Background: an optimization exercise with open tools, aiming at small area, a short achievable clock period and few clock cycles per item. Do not read the settings as production practice. The RTL was checked by simulation tests, not by an equivalence proof against the original design.

==> v24: inputs <==
## sprite_pixel_alpha_blend
module sprite_pixel_alpha_blend (
  input  logic              clk,
  input  logic              rst,
  input  logic              item_valid,
  output logic              item_ready,
  input  logic [31:0]       src_pixel,
  input  logic [31:0]       dst_pixel,
  output logic              result_valid,
  input  logic              result_ready,
  output logic [31:0]       out_pixel,
  output logic              write_enable,
  input  logic              psel,
  input  logic              penable,
  input  logic              pwrite,
  input  logic [2:0]        paddr,
  input  logic [31:0]       pwdata,
  output logic [31:0]       prdata,
  output logic              pready
);
  localparam int S2_STEPS = 3;
  localparam int S3_STEPS = 3;
  logic [1:0]  depth_mode;
  logic [15:0] key_color;
  assign pready = 1'b1;
  always_ff @(posedge clk) begin
    if (rst) begin
      depth_mode <= DEPTH_MODE_RESET;
      key_color  <= KEY_COLOR_RESET;
    end else if (psel && penable && pwrite) begin
      case (paddr[2])
        REG_DEPTH_MODE: depth_mode <= pwdata[1:0];
        REG_KEY_COLOR:  key_color  <= pwdata[15:0];
        default: ;
      endcase
    end
  end
  always_comb begin
    case (paddr[2])
  ...
make LEC_CHECK=0 CAP_MARGIN=20 CORE_MARGIN=2 CORE_UTILIZATION=40 SLEW_MARGIN=20 finish   # period 17.0 ns
run.sh (not shown) runs the stock make flow with config.mk's settings and CLKGATE_MAP_FILE= SYNTH_SCRIPT=/design/flow/synth_recipe.tcl, a recipe that flattens the netlist after the stock synthesis.
==> v25: changes against v24 <==
--- a/flow/design.v
+++ b/flow/design.v
@@ -87,75 +87,115 @@
     logic [40:0] z;
     y = 25'(x) + 25'd1;
     z = {y, 16'b0} + {8'b0, y, 8'b0} + {16'b0, y};
     div255w = z[39:24];
   endfunction
-  logic en;
-  logic v1, v2, v3, v4;
-  assign en         = !result_valid || result_ready;
-  assign item_ready = en;
+  logic v1, v2, v3, v4, vx;
+  logic h1, h2, h3, h4, hx;
+  logic blk;
+  logic go, ofree, take, ring_next;
+  logic [32:0] fin4;    
+  logic [32:0] xres;
+  assign item_ready = !vx && !blk;
+  assign take       = item_valid && item_ready;
+  assign ofree      = !result_valid || result_ready;
+  assign go         = v4 && h4 && ofree;
+  assign ring_next  = vx || take || v1 || v2 || v3 || (v4 && !go);
   always_ff @(posedge clk) begin
     if (rst) begin
-      v1           <= 1'b0;
-      v2           <= 1'b0;
-      v3           <= 1'b0;
-      v4           <= 1'b0;
+      v1  <= 1'b0;
+      v2  <= 1'b0;
+      v3  <= 1'b0;
+      v4  <= 1'b0;
+      vx  <= 1'b0;
+      h1  <= 1'b0;
+      h2  <= 1'b0;
+      h3  <= 1'b0;
+      h4  <= 1'b0;
+      hx  <= 1'b0;
+      blk <= 1'b0;
+    end else begin
+      v1  <= vx || take;
+      v2  <= v1;
+      v3  <= v2;
+      v4  <= v3;
+      vx  <= v4 && !go;
+      h1  <= vx ? (hx || (go && !v3 && !v2 && !v1))
+                : (take && !(v1 || v2 || v3 || (v4 && !go)));
+      h2  <= h1 || (go && !v3 && !v2 && v1);
+      h3  <= h2 || (go && !v3 && v2);
+      h4  <= h3 || (go && v3);
+      hx  <= h4 && !go;
+      blk <= (blk || (v4 && !go)) && ring_next;
+    end
+  end
+  always_ff @(posedge clk) begin
+    if (rst) begin
       result_valid <= 1'b0;
-    end else if (en) begin
-      v1           <= item_valid;
-      v2           <= v1;
-      v3           <= v2;
-      v4           <= v3;
-      result_valid <= v4;
-    end
-  end
-  logic [7:0]  sa0;
+    end else if (ofree) begin
+      result_valid <= go;
+    end
+  end
+  always_ff @(posedge clk) begin
+    if (go) begin
+      out_pixel    <= fin4[31:0];
+      write_enable <= fin4[32];
+    end
+  end
+  always_ff @(posedge clk) begin
+    xres <= fin4;
+  end
+  logic [7:0]  sa0, da0;
   logic [23:0] sc0, dc0;
   logic [15:0] w0;
   logic        we0, az0;
   logic [31:0] word0;
   always_comb begin
     we0   = 1'b0;
     word0 = dst_pixel;
     sa0   = 8'd0;
-    case (depth_mode)
-      MODE_8BIT: begin
-        if ({8'b0, src_pixel[7:0]} != key_color) begin
-          we0   = 1'b1;
-          word0 = {24'b0, src_pixel[7:0]};
+    if (vx) begin
+      we0   = xres[32];
+      word0 = xres[31:0];
+    end else begin
+      case (depth_mode)
+        MODE_8BIT: begin
+          if ({8'b0, src_pixel[7:0]} != key_color) begin
+            we0   = 1'b1;
+            word0 = {24'b0, src_pixel[7:0]};
+          end
         end
-      end
-      MODE_16BIT: begin
-        if (src_pixel[15:0] != key_color) begin
-          we0   = 1'b1;
-          word0 = {16'b0, src_pixel[15:0]};
+        MODE_16BIT: begin
+          if (src_pixel[15:0] != key_color) begin
+            we0   = 1'b1;
+            word0 = {16'b0, src_pixel[15:0]};
+          end
         end
-      end
-      MODE_ARGB: begin
-        sa0 = src_pixel[31:24];
-        we0 = src_pixel[31:24] != 8'd0;
-      end
-      default: ;
-    endcase
+        MODE_ARGB: begin
+          sa0 = src_pixel[31:24];
+          we0 = src_pixel[31:24] != 8'd0;
+        end
+        default: ;
+      endcase
+    end
+    da0 = vx ? xres[31:24] : dst_pixel[31:24];
     az0 = (sa0 == 8'd0) && (word0[31:24] == 8'd0);
-    w0  = az0 ? 16'd65025 : 16'(dst_pixel[31:24] * 8'(~sa0));
+    w0  = az0 ? 16'd65025 : 16'(da0 * 8'(~sa0));
     dc0 = word0[23:0];
     sc0 = src_pixel[23:0];
   end
   logic [7:0]  sa1;
   logic [23:0] sc1, dc1;
   logic [15:0] w1;
   logic        we1, az1;
   always_ff @(posedge clk) begin
-    if (en) begin
-      sa1 <= sa0;
-      sc1 <= sc0;
-      dc1 <= dc0;
-      w1  <= w0;
-      we1 <= we0;
-      az1 <= az0;
-    end
+    sa1 <= sa0;
+    sc1 <= sc0;
+    dc1 <= dc0;
+    w1  <= w0;
+    we1 <= we0;
+    az1 <= az0;
   end
   logic [7:0]  k1, r1, oa1;
   logic [NUM_CHAN-1:0][15:0] a1, b1;
   always_comb begin
     k1  = div255(w1);
@@ -168,17 +208,15 @@
   end
   logic [7:0]  oa2;
   logic        we2, az2;
   logic [NUM_CHAN-1:0][15:0] a2, b2;
   always_ff @(posedge clk) begin
-    if (en) begin
-      oa2 <= oa1;
-      we2 <= we1;
-      az2 <= az1;
-      a2  <= a1;
-      b2  <= b1;
-    end
+    oa2 <= oa1;
+    we2 <= we1;
+    az2 <= az1;
+    a2  <= a1;
+    b2  <= b1;
   end
   logic [NUM_CHAN-1:0][15:0] a2n, b2n;
   always_comb begin
     for (int c = 0; c < NUM_CHAN; c++) begin
       a2n[c] = div_steps(a2[c], oa2, S2_STEPS);
@@ -187,17 +225,15 @@
   end
   logic [7:0]  oa3;
   logic        we3, az3;
   logic [NUM_CHAN-1:0][15:0] a3, b3;
   always_ff @(posedge clk) begin
-    if (en) begin
-      oa3 <= oa2;
-      we3 <= we2;
-      az3 <= az2;
-      a3  <= a2n;
-      b3  <= b2n;
-    end
+    oa3 <= oa2;
+    we3 <= we2;
+    az3 <= az2;
+    a3  <= a2n;
+    b3  <= b2n;
   end
   logic [NUM_CHAN-1:0][15:0] a3n, b3n;
   always_comb begin
     for (int c = 0; c < NUM_CHAN; c++) begin
       a3n[c] = div_steps(a3[c], oa3, S3_STEPS);
@@ -206,29 +242,22 @@
   end
   logic [7:0]  oa4;
   logic        we4, az4;
   logic [NUM_CHAN-1:0][15:0] a4, b4;
   always_ff @(posedge clk) begin
-    if (en) begin
-      oa4 <= oa3;
-      we4 <= we3;
-      az4 <= az3;
-      a4  <= a3n;
-      b4  <= b3n;
-    end
+    oa4 <= oa3;
+    we4 <= we3;
+    az4 <= az3;
+    a4  <= a3n;
+    b4  <= b3n;
   end
   logic [NUM_CHAN-1:0][15:0] a4n, b4n;
   logic [23:0] rgb4;
   always_comb begin
     for (int c = 0; c < NUM_CHAN; c++) begin
       a4n[c] = div_steps(a4[c], oa4, 8 - S2_STEPS - S3_STEPS);
       b4n[c] = div_steps(b4[c], oa4, 8 - S2_STEPS - S3_STEPS);
       rgb4[c*8 +: 8] = a4n[c][7:0] + b4n[c][7:0];
     end
-  end
-  always_ff @(posedge clk) begin
-    if (en) begin
-      out_pixel    <= {az4 ? 8'd0 : oa4, rgb4};
-      write_enable <= we4;
-    end
+    fin4 = {we4, az4 ? 8'd0 : oa4, rgb4};
   end
 endmodule
==> flow/flow/run.sh (new file) <==
#!/bin/bash
# The standard layout, with two changes to how it is made (the SDC is unchanged):
# - timing repair aims below the clock period: repair_timing keeps working until every path
#   has SETUP_SLACK_MARGIN ns of slack;
# - the port buffers that the standard flow puts on every input and output are plain buffers
#   rather than the delay cells buffer_ports picks on its own.
set -euo pipefail
bash standard.sh SETUP_SLACK_MARGIN=${MARGIN:-9.6} \
  "BUFFER_PORTS_ARGS=-buffer_cell sky130_fd_sc_hd__buf_1" finish > standard_flow.log 2>&1
==> flow/standard.sh (new file) <==
#!/bin/bash
# synth_recipe.tcl (not shown) runs the flow's synth.tcl, then flattens the netlist and writes it again
# the make line also repeats each setting of config.mk as NAME=value (left out here)
make -C /OpenROAD-flow-scripts/flow DESIGN_CONFIG=/design/flow/config.mk WORK_HOME=/design/flow/orfs CLKGATE_MAP_FILE= SYNTH_SCRIPT=/design/flow/synth_recipe.tcl "${@:-finish}"
--- a/flow/config.mk
+++ b/flow/config.mk
@@ -5,7 +5,7 @@
 export SDC_FILE = /design/flow/constraint.sdc
 export NUM_CORES = 4
 export LEC_CHECK = 0
 export CAP_MARGIN = 20
 export CORE_MARGIN = 2
-export CORE_UTILIZATION = 40
+export CORE_UTILIZATION = 60
 export SLEW_MARGIN = 20
removed: flow/run.sh
==> v29: changes against v24 <==
==> flow/flow/run.sh (new file) <==
#!/bin/bash
# The standard layout, with timing repair aiming below the clock period: repair_timing keeps
# working until every path has SETUP_SLACK_MARGIN ns of slack. The SDC is unchanged.
set -euo pipefail
bash standard.sh SETUP_SLACK_MARGIN=${MARGIN:-9.8} finish > standard_flow.log 2>&1
==> flow/standard.sh (new file) <==
#!/bin/bash
# synth_recipe.tcl (not shown) runs the flow's synth.tcl, then flattens the netlist and writes it again
# the make line also repeats each setting of config.mk as NAME=value (left out here)
make -C /OpenROAD-flow-scripts/flow DESIGN_CONFIG=/design/flow/config.mk WORK_HOME=/design/flow/orfs CLKGATE_MAP_FILE= SYNTH_SCRIPT=/design/flow/synth_recipe.tcl "${@:-finish}"
--- a/flow/config.mk
+++ b/flow/config.mk
@@ -5,7 +5,7 @@
 export SDC_FILE = /design/flow/constraint.sdc
 export NUM_CORES = 4
 export LEC_CHECK = 0
 export CAP_MARGIN = 20
 export CORE_MARGIN = 2
-export CORE_UTILIZATION = 40
+export CORE_UTILIZATION = 60
 export SLEW_MARGIN = 20
removed: flow/run.sh
==> comparison table <==
| metric | v25 | v29 | v24 |
|---|---|---|---|
| Result of the run | timing/DRC/antenna clean | timing/DRC/antenna clean | timing/DRC/antenna clean |
| Met2 layer wire length in the routed design | 63.1 mm | 63.2 mm | 60.2 mm |
| Layout overhead on the synthesized area | 12.6% | 16.1% | 10.3% |
| Placed cell count | 7290 | 7157 | 7793 |
| Global-route met1 utilization | 0.408 | 0.382 | 0.242 |
| Layout filler cell count | 7318 | 7306 | 13300 |
| Share of the core filled with cells in the final layout | 0.683 | 0.699 | 0.444 |
| Post-detail-place hpwl | 105 mm | 98.4 mm | 100 mm |
| Primary FF master, synth | dfxtp_1 | edfxtp_1 | edfxtp_1 |
| Number of buffers and inverters on the critical path | 6 | 5 | 3 |
| Filler-free cell count of the finished design | 7530 | 7499 | 7902 |
| Global-route wire length before repair | 219 mm | 219 mm | 214 mm |
| Clock latency on the worst-skew pair | 0.67 ns | 0.67 ns | 0.71 ns |
| Longest individual stage delay on the worst path | 0.54 ns | 0.53 ns | 0.85 ns |
| Met2 usage in global routing | 0.475 | 0.465 | 0.305 |
| Fraction of area in multi-input gates | 0.685 | 0.639 | 0.641 |
| Cell type with the largest total area after synthesis | ha_1 | edfxtp_1 | edfxtp_1 |
| Routability Congestion | 0.918 | 0.905 | 0.878 |
| Met3 Usage GRT | 0.0484 | 0.0346 | 0.0227 |
| Non-clock buffers, area share | 0.0402 | 0.0634 | 0.0300 |
| Smallest setup slack after layout | 9.61 ns | 9.61 ns | 8.18 ns |
| Fin Hold WS | 0.323 ns | 0.409 ns | 0.373 ns |
| Slowest cell on crit path | fa_1 | fa_1 | edfxtp_1 |
| Synth Area in Adders | 0.363 | 0.348 | 0.348 |
Testbench counts of v24, summed over its fixed seeds: cycles 11,440, items 11,200.
Testbench counts of v25, summed over its fixed seeds: cycles 11,440, items 11,200.
Testbench counts of v29, summed over its fixed seeds: cycles 11,440, items 11,200.

[static timing again, ports no longer ideal]
How much do the figures lean on ideal ports? The routed layouts below were timed once more, with nothing changed but the port constraints. Step 1: set_driving_cell puts a clkbuf_16 on clk and a buf_2 on each other input, an assumption about the parent block. Step 2 also shifts input and output timing later by t, the mid clock arrival at the registers, as if the neighbouring blocks saw the same clock. Slacks: no drivers / after step 1 / after step 2; pairs: no drivers / after step 1.
run	t, ns	slack for setup (ns)	slew at the worst register clock pin (ns)	worst slew at a driven data input, ns
v24	0.756	8.182 / 8.182 / 8.182	0.07 / 0.07	0.07
v25	0.720	9.615 / 9.579 / 9.150	0.07 / 0.07	0.08
v29	0.728	9.609 / 9.490 / 9.297	0.07 / 0.07	0.20
After both steps every run listed still meets setup and hold. The setup slack of v25, which loses most, moves by -0.036 ns with the drivers and by -0.465 ns with both steps.
